This is an optimization exercise on Yosys and OpenROAD, whose aim is small area, a short achievable clock period and few clock cycles, not a production implementation.
Function was checked by simulation only, so behaviour that the tests miss may differ from the original.
No activity file was given, so power comes from the tool's default toggle rates.

===== flow/design.v =====
package mem_pkg;
    localparam int DATA_W     = 8;
    localparam int REG_ADDR_W = 32;
    localparam int PC_W       = 32;
    typedef enum logic [0:0] {
        IDLE = 1'b0,
        BUSY = 1'b1
    } state_e;
endpackage
module data_mem #(
    parameter int ADDR_W = 8,
    parameter int DATA_W = 8
) (
    input  logic              clk,
    input  logic              we,
    input  logic [ADDR_W-1:0] addr,
    input  logic [DATA_W-1:0] wdata,
    output logic [DATA_W-1:0] rdata
);
    logic [DATA_W-1:0] mem [2**ADDR_W];
    always_ff @(posedge clk) begin
        if (we) begin
            mem[addr] <= wdata;
        end
    end
    assign rdata = mem[addr];
endmodule
module mem_wb_stage #(
    parameter int ADDR_W  = 8,
    parameter int MEM_LAT = 2,
    parameter int DATA_W  = 8
) (
    input  logic              clk,
    input  logic              rst,
    input  logic [DATA_W-1:0] MEM_aluout,
    input  logic [DATA_W-1:0] MEM_read_data2,
    input  logic [31:0]       MEM_reg_write_addr,
    input  logic [31:0]       MEM_branch_addr,
    input  logic [31:0]       MEM_jump_addr,
    input  logic              MEM_zr,
    input  logic              MEM_ng,
    input  logic              MEM_cr,
    input  logic              MEM_ov,
    input  logic              MEM_Branch,
    input  logic              MEM_BranchFlip,
    input  logic              MEM_MemRead,
    input  logic              MEM_MemWrite,
    input  logic              MEM_Jump,
    input  logic              MEM_RegWrite,
    input  logic              MEM_MemtoReg,
    output logic [DATA_W-1:0] WB_aluout,
    output logic [DATA_W-1:0] WB_read_data,
    output logic [31:0]       WB_reg_write_addr,
    output logic              WB_RegWrite,
    output logic              WB_MemtoReg,
    output logic              pc_src,
    output logic [31:0]       pc_target,
    output logic              flush,
    output logic              stall
);
    logic [DATA_W-1:0] wb_aluout_q;
    logic [DATA_W-1:0] wb_read_data_q;
    logic [31:0]       wb_dst_q;
    logic              wb_regwrite_q;
    logic              wb_memtoreg_q;
    logic [ADDR_W-1:0] addr;
    logic [DATA_W-1:0] rdata;
    logic              rd_req;
    logic              taken;
    logic              unused_flags;
    assign addr         = MEM_aluout[ADDR_W-1:0];
    assign rd_req       = MEM_MemRead & ~MEM_MemWrite;
    assign unused_flags = ^{MEM_ng, MEM_cr, MEM_ov};
    data_mem #(
        .ADDR_W (ADDR_W),
        .DATA_W (DATA_W)
    ) u_dmem (
        .clk   (clk),
        .we    (MEM_MemWrite & ~rst),
        .addr  (addr),
        .wdata (MEM_read_data2),
        .rdata (rdata)
    );
    assign stall = 1'b0;
    always_comb begin
        taken     = MEM_Branch & (MEM_zr ^ MEM_BranchFlip);
        pc_target = MEM_Jump ? MEM_jump_addr : MEM_branch_addr;
        pc_src    = ~rst & (MEM_Jump | taken);
        flush     = pc_src;
    end
    always_ff @(posedge clk or posedge rst) begin
        if (rst) begin
            wb_aluout_q    <= '0;
            wb_read_data_q <= '0;
            wb_dst_q       <= '0;
            wb_regwrite_q  <= 1'b0;
            wb_memtoreg_q  <= 1'b0;
        end else begin
            wb_aluout_q   <= MEM_aluout;
            wb_dst_q      <= MEM_reg_write_addr;
            wb_regwrite_q <= MEM_RegWrite;
            wb_memtoreg_q <= MEM_MemtoReg;
            if (rd_req) begin
                wb_read_data_q <= rdata;
            end
        end
    end
    assign WB_aluout         = wb_aluout_q;
    assign WB_read_data      = wb_read_data_q;
    assign WB_reg_write_addr = wb_dst_q;
    assign WB_RegWrite       = wb_regwrite_q;
    assign WB_MemtoReg       = wb_memtoreg_q;
endmodule

===== flow/run.sh =====
#!/bin/bash
# synth_recipe.tcl (not shown) runs the flow's synth.tcl, then flattens the netlist and writes it again
# the make line also repeats each setting of config.mk as NAME=value (left out here)
make -C /OpenROAD-flow-scripts/flow DESIGN_CONFIG=/design/flow/config.mk WORK_HOME=/design/flow/orfs CLKGATE_MAP_FILE= SYNTH_SCRIPT=/design/flow/synth_recipe.tcl finish

===== flow/config.mk =====
export PLATFORM = sky130hd
export DESIGN_NAME = mem_wb_stage
export DESIGN_NICKNAME = mem_wb_stage
export VERILOG_FILES = /design/flow/design.v
export SDC_FILE = /design/flow/constraint.sdc
export NUM_CORES = 4
export LEC_CHECK = 0
export CAP_MARGIN = 20
export CORE_MARGIN = 2
export CORE_UTILIZATION = 60
export SETUP_SLACK_MARGIN = 1.0
export SLEW_MARGIN = 20
export TNS_END_PERCENT = 100

===== flow/constraint.sdc =====
create_clock -name core_clock -period 3.0 [get_ports {clk}]
set_input_delay 0.6000 -clock core_clock [delete_from_list [all_inputs] [get_ports {clk}]]
set_output_delay 0.6000 -clock core_clock [all_outputs]
set_load 0.01 [all_outputs]

==> results of run 1 <==
[final timing paths]
path                       slack, ns  cells after the start                            end                          start
hold reg to reg                 0.64                      1  wb_read_data_q[5]$_DFFE_PP0P_  wb_read_data_q[5]$_DFFE_PP0P_
hold / removal                  0.17                      2       wb_aluout_q[0]$_DFF_PP0_                  MEM_aluout[0]
setup / recovery                0.41                      7  wb_read_data_q[3]$_DFFE_PP0P_   u_dmem.mem[254][3]$_DFFE_PP_
setup reg to reg                0.41                      7  wb_read_data_q[3]$_DFFE_PP0P_   u_dmem.mem[254][3]$_DFFE_PP_
max in group asynchronous       2.47                      3         wb_dst_q[13]$_DFF_PP0_                            rst
min in group asynchronous       0.19                      3       wb_aluout_q[4]$_DFF_PP0_                            rst
[cell type report]
class	instances	area, um^2
flip-flops and latches	2098	62760
fillers	7442	33610
multi-input cells	1458	19740
repair buffers	850	9935
clock buffers	251	5434
well taps	1781	2228
clock inverters	129	1245
inverters	3	11.26
diodes	2	5.005
[flip-flops by register name, summed over array words and instances (netlist names)]
register,flops
wb_aluout_q,8
wb_regwrite_q,1
wb_read_data_q,8
u_dmem.mem,2048
wb_memtoreg_q,1
wb_dst_q,32
[stage by stage]
step	cell area, um^2	setup TNS, ns	cells	hold WS, ns	setup WS [ns]
floorplan	83880	0	3792	0.5401	0.2836
global placement	93310	-149.84	6135	0.5880	-0.9327
detailed placement	93310	-188.41	6135	0.5976	-0.9297
CTS	100500	0	6539	0.1195	0.4047
global route	101400	0	6571	0.1424	0.3734
finish	101400	0	6572	0.1675	0.4136
[logic make-up after synthesis]
family,share of synthesized area (%)
flops,77.13
mux,16.12
simple gates,2.858
compound gates,2.222
buf+inv,1.655
xor+xnor,0.01077
other cells,0.004610
[worst max-delay path, cell delays in order (launching register included)]
cell and delay, ns:
edfxtp_1 0.37, mux4_2 0.47, mux4_2 0.47, nor2b_4 0.15, nor4_4 0.40, buf_4 0.19, nand4_1 0.11, o32a_1 0.31
[timing repair]
item,4_1_cts,5_1_grt
hold endpoints to repair,1,0
pin swaps,20,13
hold buffers,1,0
setup endpoints to repair,1762,1122
buffers inserted,20,21
cloned,3,10
resized for setup,523,88
[per-layer routing]
layer | up-vias | GRT usage, %
li1 | 17590 | -
met1 | 22740 | 45.13
met2 | 2391 | 49.75
met3 | 349 | 5.216
met4 | 2 | 10.30
met5 | - | 0
[power breakdown]
part | switching (W) | internal, W | total (W)
combinational | 0.00230 | 0.00179 | 0.00409
clock | 0.0108 | 0.0146 | 0.0254
sequential | 0.0000667 | 0.0322 | 0.0323
[cell usage in the layout (no fill, tap or decap), types with 43 or more instances in the layout]
cell / count
buf_12: 217
buf_4: 392
buf_6: 55
clkbuf_16: 216
clkdlybuf4s50_1: 46
clkinv_1: 47
dfrtp_1: 43
dlygate4sd2_1: 50
edfxtp_1: 2048
mux2i_1: 131
mux4_2: 497
nand2_1: 58
nor2_1: 54
nor2_4: 165
nor3_4: 47
o22ai_1: 84
==> results_dict.tcl, run 1 <==
set metrics [dict create \
    setup-violations-final 0 \
    end_kind "register" \
    cts_tree "built" \
    vias 43080 \
    fmax_mhz 386.6 \
    drtPass1Iterations 6 \
    num_rows 135 \
    postLayoutCoreUtil_pct 75.10 \
    synth_cells 3792 \
    ys.flop_type "edfxtp_1" \
    antenna_found_initial 5 \
    fp.dieH_um 372.2 \
    synth_area_um2 81350 \
    power_density_nw_per_um2 609.5 \
    met3_length_um 18790 \
    yosysUniqueCellTypes 54 \
    drc_errors 0 \
    drt_iter0_drc 5190 \
    ys_seq_elements 2098 \
    crit_fanout 1 \
    hold_violations 0 \
    yosysTopAreaCell "edfxtp_1" \
    cts_sinks 2098 \
    grt_overflow 0 \
    required_ns 3.71 \
    worst_skew_pair.late_latency_ns 0.84 \
    cts_inserted_buffers 202 \
    grtUsageTotal_pct 31.30 \
    totalPowerFinal_w 0.06178 \
    wire_per_inst_um 32.79 \
    drive_above_1_share_pct 40.11 \
    ys_async_sr_fraction_pct 2.383 \
    peakVddDrop_mv 0.5909 \
    status "timing/DRC/antenna clean" \
    ys_top_cells_by_area "edfxtp_1 (76%), mux4_2 (14%), mux2i_1 (1.7%)" \
    cts_buffer_depth 3 \
    p_leak_nw 33.45 \
    postSynthAreaPerCell_um2 21.45 \
    yosysWarnings 2 \
    maxCapViolCount 0 \
    tightestPinTransition_ns 1.127 \
    core_um2 135000 \
    first_global_vias 43420 \
    fin_skew_ns 0.02329 \
    pin_count 210 \
    dp.final_hpwl_um 139600 \
    rsz0062_at_grt "true" \
    synth.most_common_cell "edfxtp_1" \
    finalWirelength_um 215500 \
    synth_edf_count 2048 \
    grt_max_degree 105 \
    hold_path_class "input pin to register" \
    port_buffers 205 \
    slew_headroom_pct 22.93 \
    final_max_slew_viol_count 0 \
    ys_top_cells_by_count "edfxtp_1 (2048), mux4_2 (497), nor2_1 (239), mux2i_1 (141), o22ai_1 (93)" \
    nets 4738 \
    routed.top_layer "met5" \
    h-tree-depth 4 \
    root_buffer "clkbuf_16" \
    period_minus_slack_ns 2.586 \
    ant_nets 0 \
    synth_seq_area_share_pct 77.13 \
    synth_nets 3917 \
    die_area_um2 138600 \
    grt_first_pass_wirelength_um 305400 \
    gp_congestion 0.9056 \
    die_w_um 372.2 \
    fin_crit_sh_pct 86.21 \
    start_util_pct 60.28 \
    worstSetupStartpointType "register" \
    arrival_ns 3.30 \
    via_per_inst 6.554 \
    worstSetupPathType "register to register" \
    yosysTopAreaCellShare_pct 75.60 \
    met2WireLength_um 104900 \
    met1_length_um 84710 \
    clk_pin_slew_ns 0.06 \
    syn2layout_area_growth_pct 24.59 \
]
Testbench counts, summed over its fixed seeds: cycles 320,008.
==> inputs of run 2 (changes only) <==
--- a/flow/design.v
+++ b/flow/design.v
@@ -15,15 +15,24 @@
     input  logic              we,
     input  logic [ADDR_W-1:0] addr,
     input  logic [DATA_W-1:0] wdata,
-    output logic [DATA_W-1:0] rdata
+    output logic [DATA_W-1:0] rdata_lo,
+    output logic [DATA_W-1:0] rdata_hi
 );
-    logic [DATA_W-1:0] mem [2**ADDR_W];
-    always_ff @(posedge clk) begin
-        if (we) begin
-            mem[addr] <= wdata;
+    localparam int LO_W = ADDR_W / 2;
+    localparam int HI_W = ADDR_W - LO_W;
+    localparam int NB   = 2**HI_W;
+    logic [DATA_W-1:0] bank_rd [NB];
+    for (genvar b = 0; b < NB; b++) begin : g_bank
+        logic [DATA_W-1:0] mem [2**LO_W];
+        always_ff @(posedge clk) begin
+            if (we && addr[ADDR_W-1:LO_W] == HI_W'(b)) begin
+                mem[addr[LO_W-1:0]] <= wdata;
+            end
         end
+        assign bank_rd[b] = mem[addr[LO_W-1:0]];
     end
-    assign rdata = mem[addr];
+    assign rdata_lo = bank_rd[{1'b0, addr[ADDR_W-2:LO_W]}];
+    assign rdata_hi = bank_rd[{1'b1, addr[ADDR_W-2:LO_W]}];
 endmodule
 module mem_wb_stage #(
     parameter int ADDR_W  = 8,
@@ -59,12 +68,14 @@
     output logic              stall
 );
     logic [DATA_W-1:0] wb_aluout_q;
-    logic [DATA_W-1:0] wb_read_data_q;
+    logic [DATA_W-1:0] wb_rd_lo_q;
+    logic [DATA_W-1:0] wb_rd_hi_q;
     logic [31:0]       wb_dst_q;
     logic              wb_regwrite_q;
     logic              wb_memtoreg_q;
     logic [ADDR_W-1:0] addr;
-    logic [DATA_W-1:0] rdata;
+    logic [DATA_W-1:0] rdata_lo;
+    logic [DATA_W-1:0] rdata_hi;
     logic              rd_req;
     logic              taken;
     logic              unused_flags;
@@ -79,7 +90,8 @@
         .we    (MEM_MemWrite & ~rst),
         .addr  (addr),
         .wdata (MEM_read_data2),
-        .rdata (rdata)
+        .rdata_lo (rdata_lo),
+        .rdata_hi (rdata_hi)
     );
     assign stall = 1'b0;
     always_comb begin
@@ -91,7 +103,8 @@
     always_ff @(posedge clk or posedge rst) begin
         if (rst) begin
             wb_aluout_q    <= '0;
-            wb_read_data_q <= '0;
+            wb_rd_lo_q  <= '0;
+            wb_rd_hi_q  <= '0;
             wb_dst_q       <= '0;
             wb_regwrite_q  <= 1'b0;
             wb_memtoreg_q  <= 1'b0;
@@ -101,12 +114,13 @@
             wb_regwrite_q <= MEM_RegWrite;
             wb_memtoreg_q <= MEM_MemtoReg;
             if (rd_req) begin
-                wb_read_data_q <= rdata;
+                wb_rd_lo_q  <= addr[ADDR_W-1] ? '0 : rdata_lo;
+                wb_rd_hi_q  <= addr[ADDR_W-1] ? rdata_hi : '0;
             end
         end
     end
     assign WB_aluout         = wb_aluout_q;
-    assign WB_read_data      = wb_read_data_q;
+    assign WB_read_data      = wb_rd_hi_q | wb_rd_lo_q;
     assign WB_reg_write_addr = wb_dst_q;
     assign WB_RegWrite       = wb_regwrite_q;
     assign WB_MemtoReg       = wb_memtoreg_q;
--- a/flow/config.mk
+++ b/flow/config.mk
@@ -7,7 +7,9 @@
 export LEC_CHECK = 0
 export CAP_MARGIN = 20
 export CORE_MARGIN = 2
-export CORE_UTILIZATION = 60
+export CORE_UTILIZATION = 72
+export CTS_CLUSTER_DIAMETER = 100
+export CTS_CLUSTER_SIZE = 20
 export SETUP_SLACK_MARGIN = 1.0
 export SLEW_MARGIN = 20
 export TNS_END_PERCENT = 100
==> run 2 against run 1 <==
Compared with the run above: still clean; via count is 6.9% higher; critical path depth is 1 lower; sequential power hardly changed; sequential share of layout area is 3.2 points higher; largest power group unchanged.
==> results_dict.tcl, run 2 <==
set metrics [dict create \
    status "timing/DRC/antenna clean" \
    synth_seq_area_share_pct 77.13 \
    postSynthAreaPerCell_um2 20.16 \
    largest_reg_flops 2048 \
    rr_startpoint "u_dmem.g_bank[10].mem[7][0]$_DFFE_PP_" \
    final_max_slew_viol_count 0 \
    fp.dieH_um 340.7 \
    rsz0062_at_grt "true" \
    power_density_nw_per_um2 543.4 \
    ys_seq_elements 2106 \
    ys.flop_type "edfxtp_1" \
    crit_family "simple AND/OR/NAND/NOR gates" \
    hold_violations 0 \
    grt_overflow 0 \
    gp_congestion 0.9644 \
    ant_nets 0 \
    vias 46050 \
    yosysTopAreaCell "edfxtp_1" \
    grt_max_degree 105 \
    r2r-end "wb_rd_hi_q[0]$_DFFE_PP0P_" \
    tightestPinTransition_ns 0.9235 \
    reg2regPathDepth 6 \
    critical_path.max_stage_delay_ns 0.55 \
    peakVddDrop_mv 0.9219 \
    synth_nets 4174 \
    hold_depth 2 \
    fin_skew_ns 0.03245 \
    synth_cells 4049 \
    grtUsageTotal_pct 38.24 \
    cp_num_buf_inv 0 \
    drc_errors 0 \
    wire_per_inst_um 35.61 \
    path_cells "mux4_2 -> and3_1 -> a31oi_4 -> nand4_1 -> nor4_2 -> o21ai_1" \
    ys_top_cells_by_area "edfxtp_1 (75%), mux4_2 (10%), mux2i_1 (4.1%)" \
    place_ws_ns -0.2250 \
    worstSetupPathType "register to register" \
    yosysUniqueCellTypes 49 \
    crit_fanout 1 \
    port_buffers 205 \
    fillCellCount 4540 \
    final_cell_mix "edfxtp_1 (2048), buf_4 (518), mux4_2 (364), mux2i_1 (330), a22oi_1 (176)" \
    root_buffer "clkbuf_16" \
    final_common_cell "edfxtp_1" \
    ys_async_sr_fraction_pct 2.754 \
    ys_top_cells_by_count "edfxtp_1 (2048), mux4_2 (362), mux2i_1 (332), nor2_1 (275), a22oi_1 (186)" \
    die_w_um 340.7 \
    synth_edf_count 2048 \
    end_kind "register" \
    routed.top_layer "met5" \
    yosysTopAreaCellShare_pct 75.35 \
    timing.setup.tns_ns 0 \
    first_global_vias 44580 \
    start_util_pct 72.55 \
    period_minus_slack_ns 2.326 \
    hold_start "MEM_aluout[3]" \
    num_rows 123 \
    drive_above_1_share_pct 31.94 \
    slew_headroom_pct 38.44 \
    clk_pin_slew_ns 0.08 \
    met3_length_um 29450 \
    setup-violations-final 0 \
    grt_first_pass_wirelength_um 313200 \
    syn2layout_area_growth_pct 18.49 \
    hold_buffers 0 \
    maxCapViolCount 0 \
    p_leak_nw 32.68 \
    fin_crit_sh_pct 77.54 \
    fmax_mhz 429.9 \
    yosysWarnings 3 \
    via_per_inst 7.208 \
    met1_length_um 77210 \
    fin_ws_ns 0.6739 \
    drtPass1Iterations 8 \
    cts_tree "built" \
    slowest_stage "mux4_2" \
    cts_inserted_buffers 115 \
    nets 4952 \
    hold_path_class "input pin to register" \
    h-tree-depth 3 \
    drt_iter0_drc 7167 \
    rrSetupSlack_ns 0.67 \
    die_area_um2 116100 \
    holdPathEnd "wb_aluout_q[3]$_DFF_PP0_" \
    core_um2 112500 \
    finalWirelength_um 227500 \
    synth_area_um2 81610 \
    worst_skew_pair.late_latency_ns 0.73 \
    required_ns 3.61 \
    met2WireLength_um 109600 \
    pin_count 210 \
    arrival_ns 2.94 \
    dp.final_hpwl_um 135500 \
    antenna_found_initial 9 \
    synth.most_common_cell "edfxtp_1" \
    worstSetupStartpointType "register" \
    cts_buffer_depth 3 \
    cts_sinks 2106 \
]
[run 2: cell count changes in the layout (fill, tap and decap cells not counted), moves of 47 or more]
cell | previous run | this run
buf_4 | 392 | 518
clkbuf_16 | 216 | 125
mux2i_1 | 131 | 330
nor2_2 | 21 | 70
clkinv_1 | 47 | 0
o22ai_1 | 84 | 9
nand3_1 | 28 | 111
mux4_2 | 497 | 364
nor2_4 | 165 | 50
buf_12 | 217 | 120
nor2_1 | 54 | 155
a22oi_1 | 34 | 176
[run 2: worst max path at each step]
stage	endpoint	cells after the start	start	slack, ns
after global routing	wb_rd_hi_q[0]$_DFFE_PP0P_	6	u_dmem.g_bank[10].mem[7][0]$_DFFE_PP_	0.64
after floorplan	u_dmem.g_bank[0].mem[11][0]$_DFFE_PP_	6	rst	0.14
after CTS	WB_read_data[2]	2	wb_rd_lo_q[2]$_DFFE_PP0P_	0.75
final	wb_rd_hi_q[0]$_DFFE_PP0P_	6	u_dmem.g_bank[10].mem[7][0]$_DFFE_PP_	0.67
after global placement	wb_rd_lo_q[0]$_DFFE_PP0P_	10	MEM_aluout[5]	-0.19
after detailed placement	wb_rd_lo_q[0]$_DFFE_PP0P_	10	MEM_aluout[5]	-0.23
[run 2: cell type report]
cell class,count,area [um^2],area share (%)
Sequential cell,2106,62950,65.10
Clock inverter,3,33.78,0.03494
Clock buffer,174,3142,3.249
Timing Repair Buffer,913,9798,10.13
Multi-Input combinational cell,1689,18880,19.53
Inverter,2,11.26,0.01165
Tap cell,1500,1877,1.941
Antenna cell,2,5.005,0.005176
[run 2: what timing repair did]
| item | 4_1_cts | 5_1_grt |
|---|---|---|
| gates resized for setup | 488 | 187 |
| gates cloned | 17 | 10 |
| setup endpoints to repair | 1912 | 1628 |
| pin swaps | 52 | 57 |
| buffers inserted | 57 | 31 |
[run 2: where the power goes]
part	internal (W)	total [W]	switching [W]
registers	0.0323	0.0323	0.0000548
clock network	0.00720	0.0161	0.00889
logic	0.00176	0.00412	0.00236
[run 2: kinds of logic (layout without fill, tap and decap cells)]
group	Yosys count	after routing	share of synthesized area, %
AOI/OAI and AO/OA	308	308	2.714
DFF	2106	2106	77.13
muxes	746	746	14.91
xor gates and xnor gates	1	1	0.01073
other	1	3	0.004595
buffers and inverters	255	1092	1.665
and+or+nand+nor	632	633	3.566
[run 2: per-layer routing]
metal  global-route usage (%)  vias to the layer above
li1                         -                    18120
met1                    54.53                    23340
met2                    59.51                     3930
met3                    8.489                      647
met4                    14.84                        8
met5                        0                        -
[run 2: stage by stage]
step	total power (W)	area (um^2)	instances	utilization (%)	hold WS, ns
after detailed placement	0.03648	90540	6095	80.48	0.5281
after global placement	0.03642	90540	6095	80.48	0.5394
final	0.05255	96700	6389	85.96	0.2955
after CTS	0.05208	95470	6346	84.86	0.2770
after floorplan	0.03456	82060	4049	-	0.4474
after global routing	0.05354	96700	6387	85.95	0.2856
Testbench counts of run 2, summed over its fixed seeds: cycles 320,008.
==> inputs of run 3 (changes only) <==
--- a/flow/config.mk
+++ b/flow/config.mk
@@ -10,6 +10,6 @@
 export CORE_UTILIZATION = 72
 export CTS_CLUSTER_DIAMETER = 100
 export CTS_CLUSTER_SIZE = 20
-export SETUP_SLACK_MARGIN = 1.0
+export SETUP_SLACK_MARGIN = 0.8
 export SLEW_MARGIN = 20
 export TNS_END_PERCENT = 100
==> run 3 against run 2 <==
Compared with the run above: still clean on timing, DRC and antenna; fmax grew 2.8%; sequential share of layout area is 1.5 points higher; worst hold slack improved by 0.021 ns; synthesized cell count unchanged; critical endpoint is now wb_rd_hi_q[7]$_DFFE_PP0P_; largest power group unchanged.
==> results_dict.tcl, run 3 <==
set metrics [dict create \
    status "timing/DRC/antenna clean" \
    drt_iter0_drc 6508 \
    final_common_cell "edfxtp_1" \
    yosysWarnings 3 \
    final_max_slew_viol_count 0 \
    hold_path_class "input pin to register" \
    switching_power_w 0.01091 \
    synth_cells 4049 \
    synth.most_common_cell "edfxtp_1" \
    postSynthAreaPerCell_um2 20.16 \
    end_kind "register" \
    synth_seq_area_share_pct 77.13 \
    ys_top_cells_by_count "edfxtp_1 (2048), mux4_2 (362), mux2i_1 (332), nor2_1 (275), a22oi_1 (186)" \
    ys_seq_elements 2106 \
    yosysTopAreaCellShare_pct 75.35 \
    fin_skew_ns 0.02883 \
    rsz0062_at_grt "true" \
    die_area_um2 116100 \
    power_density_nw_per_um2 549.4 \
    crit_fanout 13 \
    path_cells "clkdlybuf4s50_1 -> buf_12 -> buf_4 -> nand3b_1 -> nor2_1 -> buf_4 -> nand3_2 -> nand4_1 -> nor4_2 -> o21ai_1" \
    gp_congestion 0.9644 \
    final_cell_mix "edfxtp_1 (2048), buf_4 (501), mux4_2 (362), mux2i_1 (331), a22oi_1 (183)" \
    path_common_cell "buf_4" \
    timing.setup.tns_ns 0 \
    ys.flop_type "edfxtp_1" \
    hold_buffers 0 \
    p_int_w 0.04102 \
    grt_max_degree 105 \
    slowest_stage "clkdlybuf4s50_1" \
    drtPass1Iterations 6 \
    cts_inserted_buffers 115 \
    finalWirelength_um 210100 \
    ys_async_sr_fraction_pct 2.754 \
    ant_nets 0 \
    first_global_vias 43370 \
    pin_count 210 \
    dp.final_hpwl_um 135500 \
    grtUsageTotal_pct 36.42 \
    drive_above_1_share_pct 28.25 \
    hold_violations 0 \
    syn2layout_area_growth_pct 15.82 \
    root_buffer "clkbuf_16" \
    power.share.clock_pct 30.6 \
    arrival_ns 2.87 \
    core_um2 112500 \
    h-tree-depth 3 \
    nets 4868 \
    grt_overflow 0 \
    slew_headroom_pct 41.42 \
    tightestPinTransition_ns 0.8787 \
    synth_nets 4174 \
    yosysUniqueCellTypes 49 \
    totalPowerFinal_w 0.05193 \
    cp_num_buf_inv 4 \
    clk_pin_slew_ns 0.09 \
    cts_buffer_depth 3 \
    fp.dieH_um 340.7 \
    grt_first_pass_wirelength_um 300200 \
    yosysTopAreaCell "edfxtp_1" \
    period_minus_slack_ns 2.262 \
    wire_per_inst_um 33.31 \
    worst_skew_pair.late_latency_ns 0.73 \
    fillCellCount 4962 \
    crit_family "simple AND/OR/NAND/NOR gates" \
    maxCapViolCount 0 \
    p_sw_share_pct 21.02 \
    cts_tree "built" \
    start_util_pct 72.55 \
    worstSetupStartpointType "input pin" \
    required_ns 3.61 \
    p_leak_nw 31.43 \
    drc_errors 0 \
    synth_edf_count 2048 \
    worstSetupPathType "input pin to register" \
    vias 44520 \
    synth_area_um2 81610 \
    p_seq_share_pct 62.3 \
    via_per_inst 7.059 \
    ys_top_cells_by_area "edfxtp_1 (75%), mux4_2 (10%), mux2i_1 (4.1%)" \
    fmax_mhz 442.1 \
    antenna_found_initial 8 \
    largest_reg_flops 2048 \
    num_rows 123 \
    critical_path.max_stage_delay_ns 0.51 \
    port_buffers 205 \
    die_w_um 340.7 \
    peakVddDrop_mv 0.7595 \
    cts_sinks 2106 \
    fin_crit_sh_pct 75.40 \
    combPwrFrac_pct 7.1 \
    setup-violations-final 0 \
]
## run 3: timing repair
action	4_1_cts	5_1_grt
pin swaps	13	25
cloned	3	3
setup buffers	3	22
resized for setup	188	74
setup endpoints to repair	259	987
## run 3: cells by family after synthesis
logic type,count (synthesis),synth area share [%]
buf+inv,255,1.665
flops,2106,77.13
compound gates,308,2.714
simple gates,632,3.566
mux,746,14.91
xor+xnor,1,0.01073
other cells,1,0.004595
## run 3: worst register-to-register path: cells and delay by family, from the launching register on
kind             cells  cell delay, ns
AO/OA/AOI/OAI        2            0.42
flip-flops           1            0.44
multiplexers         1            0.61
AND/OR/NAND/NOR      2            0.55
## run 3: final cells by class
type | instances | area, um^2 | share of cell area (%)
Clock inverter | 3 | 33.78 | 0.03574
Inverter | 2 | 11.26 | 0.01191
Antenna cell | 4 | 10.01 | 0.01059
Sequential cell | 2106 | 62950 | 66.60
Timing Repair Buffer | 830 | 8335 | 8.818
Multi-Input combinational cell | 1688 | 18170 | 19.22
Clock buffer | 174 | 3142 | 3.324
Tap cell | 1500 | 1877 | 1.985
## run 3: worst paths after layout
check | from | end | slack, ns | cells after the start
max in group asynchronous | rst | wb_rd_lo_q[2]$_DFFE_PP0P_ | 1.64 | 4
min in group asynchronous | rst | wb_rd_hi_q[7]$_DFFE_PP0P_ | 0.50 | 3
worst max-delay path | MEM_aluout[4] | wb_rd_hi_q[7]$_DFFE_PP0P_ | 0.74 | 10
worst max register to register | u_dmem.g_bank[8].mem[6][6]$_DFFE_PP_ | wb_rd_hi_q[6]$_DFFE_PP0P_ | 0.86 | 5
worst min-delay path | MEM_reg_write_addr[21] | wb_dst_q[21]$_DFF_PP0_ | 0.32 | 1
worst min register to register | wb_rd_hi_q[6]$_DFFE_PP0P_ | wb_rd_hi_q[6]$_DFFE_PP0P_ | 0.57 | 2
## run 3: through the flow
| step | instance area [um^2] | hold slack [ns] | util, % | cells | setup WS (ns) |
|---|---|---|---|---|---|
| 2_1_floorplan | 82060 | 0.4474 | - | 4049 | 0.1362 |
| 3_3_place_gp | 90540 | 0.5394 | 80.48 | 6095 | -0.1908 |
| 3_5_place_dp | 90540 | 0.5281 | 80.48 | 6095 | -0.2250 |
| 4_1_cts | 93930 | 0.2797 | 83.50 | 6278 | 0.7481 |
| 5_1_grt | 94520 | 0.3037 | 84.02 | 6303 | 0.6821 |
| 6_report | 94530 | 0.3170 | 84.03 | 6307 | 0.7380 |
## run 3: metal layers
layer  up-vias  share of wire [%]  routed length [um]  track usage [%]
met1     22880                 36               75880            53.33
met4         2                3.8                8056            11.68
met3       480                 12               25500            7.537
li1      17940                  -                   -                -
met5         -             0.0086                  18                0
met2      3223                 48              100600            56.87
## run 3: power groups by stage
| stage | sequential, W | combinational, W | clock, W |
|---|---|---|---|
| after floorplan | 0.0330 | 0.00155 | 0 |
| after detailed placement | 0.0330 | 0.00348 | 0 |
| after CTS | 0.0323 | 0.00353 | 0.0160 |
| final | 0.0323 | 0.00369 | 0.0159 |
| after global routing | 0.0323 | 0.00381 | 0.0169 |
| after global placement | 0.0330 | 0.00342 | 0 |
==> inputs of run 4 (changes only) <==
--- a/flow/config.mk
+++ b/flow/config.mk
@@ -7,7 +7,7 @@
 export LEC_CHECK = 0
 export CAP_MARGIN = 20
 export CORE_MARGIN = 2
-export CORE_UTILIZATION = 72
+export CORE_UTILIZATION = 65
 export CTS_CLUSTER_DIAMETER = 100
 export CTS_CLUSTER_SIZE = 20
 export SETUP_SLACK_MARGIN = 0.8
==> run 4 against run 3 <==
Compared with the run above: still clean on timing, DRC and antenna; worst hold slack worse by 0.15 ns; routed wire length down 3.1%; synthesized cell count unchanged; non-clock buffer count down 44; cell count up 1.4%; sequential cell count unchanged; cell area down 0.11%; clock skew up 0.0025 ns; critical path depth down 3; first-iteration DRC count down 7.5%; count of clock-buffer cells in the layout down 16; largest power group unchanged.
==> results_dict.tcl, run 4 <==
set metrics [dict create \
    yosysUniqueCellTypes 49 \
    synth_seq_area_share_pct 77.13 \
    cts_buffer_depth 3 \
    drt_iter0_drc 6022 \
    drive_above_1_share_pct 28.16 \
    worst_skew_pair.late_latency_ns 0.77 \
    arrival_ns 2.70 \
    yosysWarnings 3 \
    ys_top_cells_by_count "edfxtp_1 (2048), mux4_2 (362), mux2i_1 (332), nor2_1 (275), a22oi_1 (186)" \
    final_max_slew_viol_count 0 \
    grt_max_degree 103 \
    ys.flop_type "edfxtp_1" \
    clk_pin_slew_ns 0.09 \
    ant_nets 0 \
    port_buffers 205 \
    synth_edf_count 2048 \
    antenna_found_initial 3 \
    core_um2 125100 \
    num_rows 130 \
    setup-violations-final 0 \
    yosysTopAreaCellShare_pct 75.35 \
    via_per_inst 6.643 \
    p_leak_nw 31.18 \
    drtPass1Iterations 7 \
    fin_skew_ns 0.03137 \
    finalNonFillerCells 6398 \
    syn2layout_area_growth_pct 15.69 \
    root_buffer "clkbuf_16" \
    dp.final_hpwl_um 134800 \
    ys_top_cells_by_area "edfxtp_1 (75%), mux4_2 (10%), mux2i_1 (4.1%)" \
    synth_area_um2 81610 \
    maxCapViolCount 0 \
    synth_cells 4049 \
    multi_input_area_um2 18330 \
    postSynthAreaPerCell_um2 20.16 \
    wire_per_inst_um 31.82 \
    cts_sinks 2106 \
    crit_fanout 8 \
    diodes 0 \
    tightestPinTransition_ns 0.8246 \
    die_area_um2 128400 \
    dp.cells 6215 \
    grt_first_pass_wirelength_um 291200 \
    worstSetupStartpointType "input pin" \
    synth_nets 4174 \
    ys_async_sr_fraction_pct 2.754 \
    worstSetupPathType "input pin to register" \
    final_common_cell "edfxtp_1" \
    synth.most_common_cell "edfxtp_1" \
    slew_headroom_pct 45.03 \
    vias 42500 \
    nets 4824 \
    first_global_vias 41800 \
    peakVddDrop_mv 0.6250 \
    period_minus_slack_ns 2.294 \
    seq_area_um2 62950 \
    grt_overflow 0 \
    fp.dieH_um 358.3 \
    h-tree-depth 3 \
    rsz0062_at_grt "true" \
    grtUsageTotal_pct 32.14 \
    ys_seq_elements 2106 \
    yosysTopAreaCell "edfxtp_1" \
    fmax_mhz 436.0 \
    fillCellCount 7069 \
    pin_count 210 \
    finalWirelength_um 203600 \
    cts_tree "built" \
    gp_congestion 0.9066 \
    end_kind "register" \
    required_ns 3.40 \
    cts_inserted_buffers 115 \
    power_density_nw_per_um2 550.5 \
    hold_violations 0 \
    die_w_um 358.3 \
    final_cell_mix "edfxtp_1 (2048), buf_4 (461), mux4_2 (362), mux2i_1 (332), a22oi_1 (176)" \
    timing.setup.tns_ns 0 \
    drc_errors 0 \
    fin_crit_sh_pct 76.46 \
    largest_reg_flops 2048 \
    hold_path_class "input pin to register" \
    status "timing/DRC/antenna clean" \
    start_util_pct 65.25 \
]
-- run 4: cells by family after synthesis --
logic type / Yosys count / synth area share, %
xor+xnor: 1 / 0.01073
simple gates: 632 / 3.566
buf+inv: 255 / 1.665
flops: 2106 / 77.13
mux: 746 / 14.91
compound gates: 308 / 2.714
other cells: 1 / 0.004595
-- run 4: what timing repair did --
action / in CTS / in global routing
buffers inserted: 8 / 0
endpoints found under the hold margin: 0 / 0
pin swaps: 25 / 19
cloned: 8 / 1
gates resized for setup: 254 / 65
setup endpoints to repair: 510 / 646
hold buffers: 0 / 0
-- run 4: metal layers --
metal	wire length, um	up-vias	global-route usage [%]
met5	41	-	0
met4	5825	6	8.795
met3	19590	298	6.360
met2	96700	2200	49.21
met1	81440	22130	48.46
li1	-	17870	-
-- run 4: layout make-up --
cell class,count,area share [%]
clock buffer,158,3.219
clock inverter,8,0.1299
inverter,2,0.01193
multi-input combinational,1688,19.42
sequential,2106,66.67
tap,1650,2.186
timing repair buffer,786,8.364
-- run 4: where the power goes --
part / total, W / internal, W / leakage (nW) / switching [W]
Combinational: 0.00363 / 0.00152 / 10.6 / 0.00210
Sequential: 0.0323 / 0.0323 / 19.1 / 0.0000514
Clock: 0.0160 / 0.00709 / 1.53 / 0.00892
Total: 0.0520 / 0.0409 / 31.2 / 0.0111
-- run 4: worst max-delay path, stage by stage --
cell and delay [ns]:
clkdlybuf4s50_1 0.47, buf_4 0.15, nor2b_2 0.29, and3_4 0.28, nand2_1 0.20, buf_4 0.27
nor2_2 0.42
-- run 4: worst paths after layout --
path,start,end,slack [ns],depth (start not counted)
max reg2reg,u_dmem.g_bank[9].mem[7][5]$_DFFE_PP_,wb_rd_hi_q[5]$_DFFE_PP0P_,0.78,8
min reg2reg,wb_rd_hi_q[7]$_DFFE_PP0P_,wb_rd_hi_q[7]$_DFFE_PP0P_,0.57,2
min,MEM_aluout[0],wb_aluout_q[0]$_DFF_PP0_,0.17,1
max,MEM_aluout[5],u_dmem.g_bank[10].mem[14][6]$_DFFE_PP_,0.71,7
max in group asynchronous,rst,wb_dst_q[4]$_DFF_PP0_,1.51,4
min in group asynchronous,rst,wb_rd_hi_q[6]$_DFFE_PP0P_,0.55,3
-- run 4: through the flow --
| step | power [W] | util [%] | cell area [um^2] | hold slack, ns | worst slack [ns] |
|---|---|---|---|---|---|
| 6_report | 0.05198 | 75.49 | 94420 | 0.1719 | 0.7063 |
| 5_1_grt | 0.05331 | 75.49 | 94420 | 0.1240 | 0.6928 |
| 4_1_cts | 0.05213 | 75.26 | 94140 | 0.1250 | 0.5851 |
| 3_5_place_dp | 0.03649 | 72.24 | 90370 | 0.5502 | -0.4571 |
| 3_3_place_gp | 0.03645 | 72.24 | 90370 | 0.5581 | -0.4559 |
| 2_1_floorplan | 0.03456 | - | 82060 | 0.4474 | 0.1362 |
==> inputs of run 5 (changes only) <==
--- a/flow/config.mk
+++ b/flow/config.mk
@@ -7,9 +7,9 @@
 export LEC_CHECK = 0
 export CAP_MARGIN = 20
 export CORE_MARGIN = 2
-export CORE_UTILIZATION = 65
-export CTS_CLUSTER_DIAMETER = 100
-export CTS_CLUSTER_SIZE = 20
+export CORE_UTILIZATION = 72
+export CTS_CLUSTER_DIAMETER = 80
+export CTS_CLUSTER_SIZE = 28
 export SETUP_SLACK_MARGIN = 0.8
 export SLEW_MARGIN = 20
 export TNS_END_PERCENT = 100
==> run 5 against run 4 <==
Compared with the run above: critical path depth is 3 higher; largest cell class unchanged; power is 4.2% lower; via count is 3.3% higher; cell area is 0.76% lower; global-route usage is 3.7 points higher; critical path type unchanged; fmax is 1.4% higher; sequential cell count stayed put; die area is 9.6% lower; synthesized cell count stayed put; count of clock-buffer cells in the layout is 48 lower; non-clock buffer count is 51 higher.
==> results_dict.tcl, run 5 <==
set metrics [dict create \
    status "timing/DRC/antenna clean" \
    cts_tree "built" \
    period_minus_slack_ns 2.261 \
    first_global_vias 42670 \
    power_density_nw_per_um2 531.6 \
    die_area_um2 116100 \
    place_ws_ns -0.2250 \
    synth.most_common_cell "edfxtp_1" \
    finalNonFillerCells 6251 \
    drtPass1Iterations 5 \
    synth_cells 4049 \
    maxCapViolCount 0 \
    peakVddDrop_mv 0.6846 \
    arrival_ns 2.84 \
    dp.cells 6095 \
    fin_crit_sh_pct 75.38 \
    drc_errors 0 \
    endpoint "wb_rd_lo_q[4]$_DFFE_PP0P_" \
    tightestPinTransition_ns 0.8449 \
    syn2layout_area_growth_pct 14.81 \
    cts_sinks 2106 \
    grt_overflow 0 \
    p_leak_nw 31.13 \
    fin_skew_ns 0.03552 \
    start_util_pct 72.55 \
    fin_area_um2 93700 \
    finalWirelength_um 208500 \
    port_buffers 205 \
    place_area_um2 90540 \
    yosysUniqueCellTypes 49 \
    required_ns 3.58 \
    final_max_slew_viol_count 0 \
    grt_first_pass_wirelength_um 295300 \
    wire_per_inst_um 33.36 \
    yosysWarnings 3 \
    drt_iter0_drc 6124 \
    hold_violations 0 \
    synth_edf_count 2048 \
    reg2regPathDepth 4 \
    antenna_found_initial 10 \
    hold_buffers 0 \
    clk_pin_slew_ns 0.10 \
    yosysTopAreaCellShare_pct 75.35 \
    yosysTopAreaCell "edfxtp_1" \
    dp.final_hpwl_um 135500 \
    synthAdderAreaFrac_pct 0 \
    die_w_um 340.7 \
    worstSetupStartpointType "input pin" \
    synth_area_um2 81610 \
    rr_startpoint "u_dmem.g_bank[2].mem[6][5]$_DFFE_PP_" \
    synth_xor_area_share_pct 0.01073 \
    slew_headroom_pct 43.68 \
    synthMuxAreaShare_pct 14.91 \
    pin_count 210 \
    vias 43920 \
    nets 4847 \
    drive_above_1_share_pct 28.13 \
    fp.dieH_um 340.7 \
    r2r-end "wb_rd_lo_q[5]$_DFFE_PP0P_" \
    fin_ws_ns 0.7387 \
    largest_reg_flops 2048 \
    synthSimpleGateAreaFrac_pct 3.566 \
    setup-violations-final 0 \
    timing.setup.tns_ns 0 \
    grt_max_degree 105 \
    ys.flop_type "edfxtp_1" \
    core_um2 112500 \
    fmax_mhz 442.2 \
    root_buffer "clkbuf_16" \
    num_rows 123 \
    final_cell_mix "edfxtp_1 (2048), buf_4 (509), mux4_2 (362), mux2i_1 (332), a22oi_1 (184)" \
    synth_top_family_by_area "multiplexers" \
    ys_async_sr_fraction_pct 2.754 \
    via_per_inst 7.026 \
    rsz0062_at_grt "true" \
    worstSetupPathType "input pin to register" \
    final_common_cell "edfxtp_1" \
    end_kind "register" \
    hold_depth 2 \
    gp_congestion 0.9644 \
    startpoint "MEM_aluout[5]" \
    worst_skew_pair.late_latency_ns 0.72 \
    synth_seq_area_share_pct 77.13 \
    ys_top_cells_by_area "edfxtp_1 (75%), mux4_2 (10%), mux2i_1 (4.1%)" \
    rrSetupSlack_ns 0.81 \
    cts_buffer_depth 3 \
    grtUsageTotal_pct 35.88 \
    cts_inserted_buffers 86 \
    ys_seq_elements 2106 \
    synth-compound-area-share_pct 2.714 \
    ant_nets 0 \
    ys_top_cells_by_count "edfxtp_1 (2048), mux4_2 (362), mux2i_1 (332), nor2_1 (275), a22oi_1 (186)" \
    h-tree-depth 3 \
    synth_nets 4174 \
    hold_path_class "input pin to register" \
    hold_ws_ns 0.3283 \
    postSynthAreaPerCell_um2 20.16 \
    crit_fanout 12 \
]
==> run 5: worst max-delay path, stage by stage <==
cell and delay [ns]:
clkdlybuf4s50_1 0.48, buf_6 0.16, buf_12 0.17, nor2_1 0.09
and3_1 0.25, a221oi_2 0.40, buf_4 0.20, nand4_1 0.11
nor2_2 0.23, a32oi_1 0.13
==> run 5: worst min path at each step <==
stage / startpoint / end / slack, ns
3_5_place_dp: wb_rd_hi_q[7]$_DFFE_PP0P_ / wb_rd_hi_q[7]$_DFFE_PP0P_ / 0.53
4_1_cts: MEM_aluout[0] / wb_aluout_q[0]$_DFF_PP0_ / 0.27
6_report: MEM_aluout[1] / wb_aluout_q[1]$_DFF_PP0_ / 0.33
5_1_grt: MEM_reg_write_addr[25] / wb_dst_q[25]$_DFF_PP0_ / 0.29
3_3_place_gp: wb_rd_hi_q[7]$_DFFE_PP0P_ / wb_rd_hi_q[7]$_DFFE_PP0P_ / 0.54
2_1_floorplan: wb_rd_hi_q[0]$_DFFE_PP0P_ / wb_rd_hi_q[0]$_DFFE_PP0P_ / 0.45
==> run 5: power by group <==
part / switching, W / total, W / leakage, nW / internal (W)
Sequential: 0.0000501 / 0.0323 / 19.1 / 0.0323
Combinational: 0.00215 / 0.00369 / 10.9 / 0.00154
Clock: 0.00830 / 0.0138 / 1.15 / 0.00549
Total: 0.0105 / 0.0498 / 31.1 / 0.0393
==> run 5: final cells by class <==
cell class | count | area (um^2)
repair buffers | 837 | 8349
well taps | 1500 | 1877
fillers | 5113 | 18800
clock buffers | 110 | 2306
clock inverters | 6 | 65.06
inverters | 2 | 11.26
multi-input cells | 1689 | 18140
diodes | 1 | 2.502
flip-flops and latches | 2106 | 62950
==> run 5: what timing repair did <==
item | CTS | global route
setup buffers | 8 | 23
endpoints found under the setup margin | 248 | 685
gates cloned | 3 | 5
resized for setup | 177 | 80
pin swaps | 15 | 21
==> run 5: per-layer routing <==
layer  global-route usage, %  vias up  share of wire, %  wire length, um
li1                        -    17860                 -                -
met1                   52.45    22590                36            75150
met2                   55.72     3002                48           100300
met3                   7.821      456                12            24900
met4                   11.71       12               3.9             8124
met5                       0        -             0.037               78
==> run 5: kinds of logic (layout without fill, tap and decap cells) <==
family / Yosys count / after routing
multiplexers: 746 / 746
other: 1 / 2
flip-flops: 2106 / 2106
buffers and inverters: 255 / 955
XOR/XNOR: 1 / 1
AO/OA/AOI/OAI: 308 / 308
AND/OR/NAND/NOR: 632 / 633
==> run 5: stage by stage <==
| step | total power (W) | utilization [%] |
|---|---|---|
| floorplan | 0.03456 | - |
| global placement | 0.03642 | 80.48 |
| detailed placement | 0.03648 | 80.48 |
| CTS | 0.04971 | 82.80 |
| global route | 0.05088 | 83.29 |
| finish | 0.04981 | 83.29 |

[static timing again, ports no longer ideal]
How much do the figures lean on ideal ports? The routed layouts below were timed once more, with nothing changed but the port constraints.
Step 1, drivers: a clkbuf_16 drives clk and a buf_2 each remaining input, both assumed.
Step 2 times the ports against the registers' clock, not the clock port: input delays grow and output delays shrink by t, the midpoint of the rising clock arrivals with the driver on.
a / b / c = no drivers / after step 1 / after step 2; a / b = the first two.
| run | t (ns) | setup WS [ns] | worst hold slack (ns) | pins driven straight from the clock port |
|---|---|---|---|---|
| run 1 | 0.901 | 0.414 / 0.329 / -0.572 | 0.168 / 0.123 / 0.643 | 1 |
| run 2 | 0.805 | 0.674 / 0.584 / -0.222 | 0.296 / 0.242 / 0.596 | 1 |
| run 3 | 0.795 | 0.738 / 0.696 / -0.027 | 0.317 / 0.267 / 0.570 | 1 |
| run 4 | 0.832 | 0.706 / 0.658 / -0.131 | 0.172 / 0.150 / 0.574 | 1 |
| run 5 | 0.789 | 0.739 / 0.692 / -0.046 | 0.328 / 0.267 / 0.579 | 1 |
With both steps, setup timing fails in every run listed, where it was met with ideal ports. The setup slack of run 1, which loses most, moves by -0.085 ns with the drivers and by -0.986 ns with both steps.
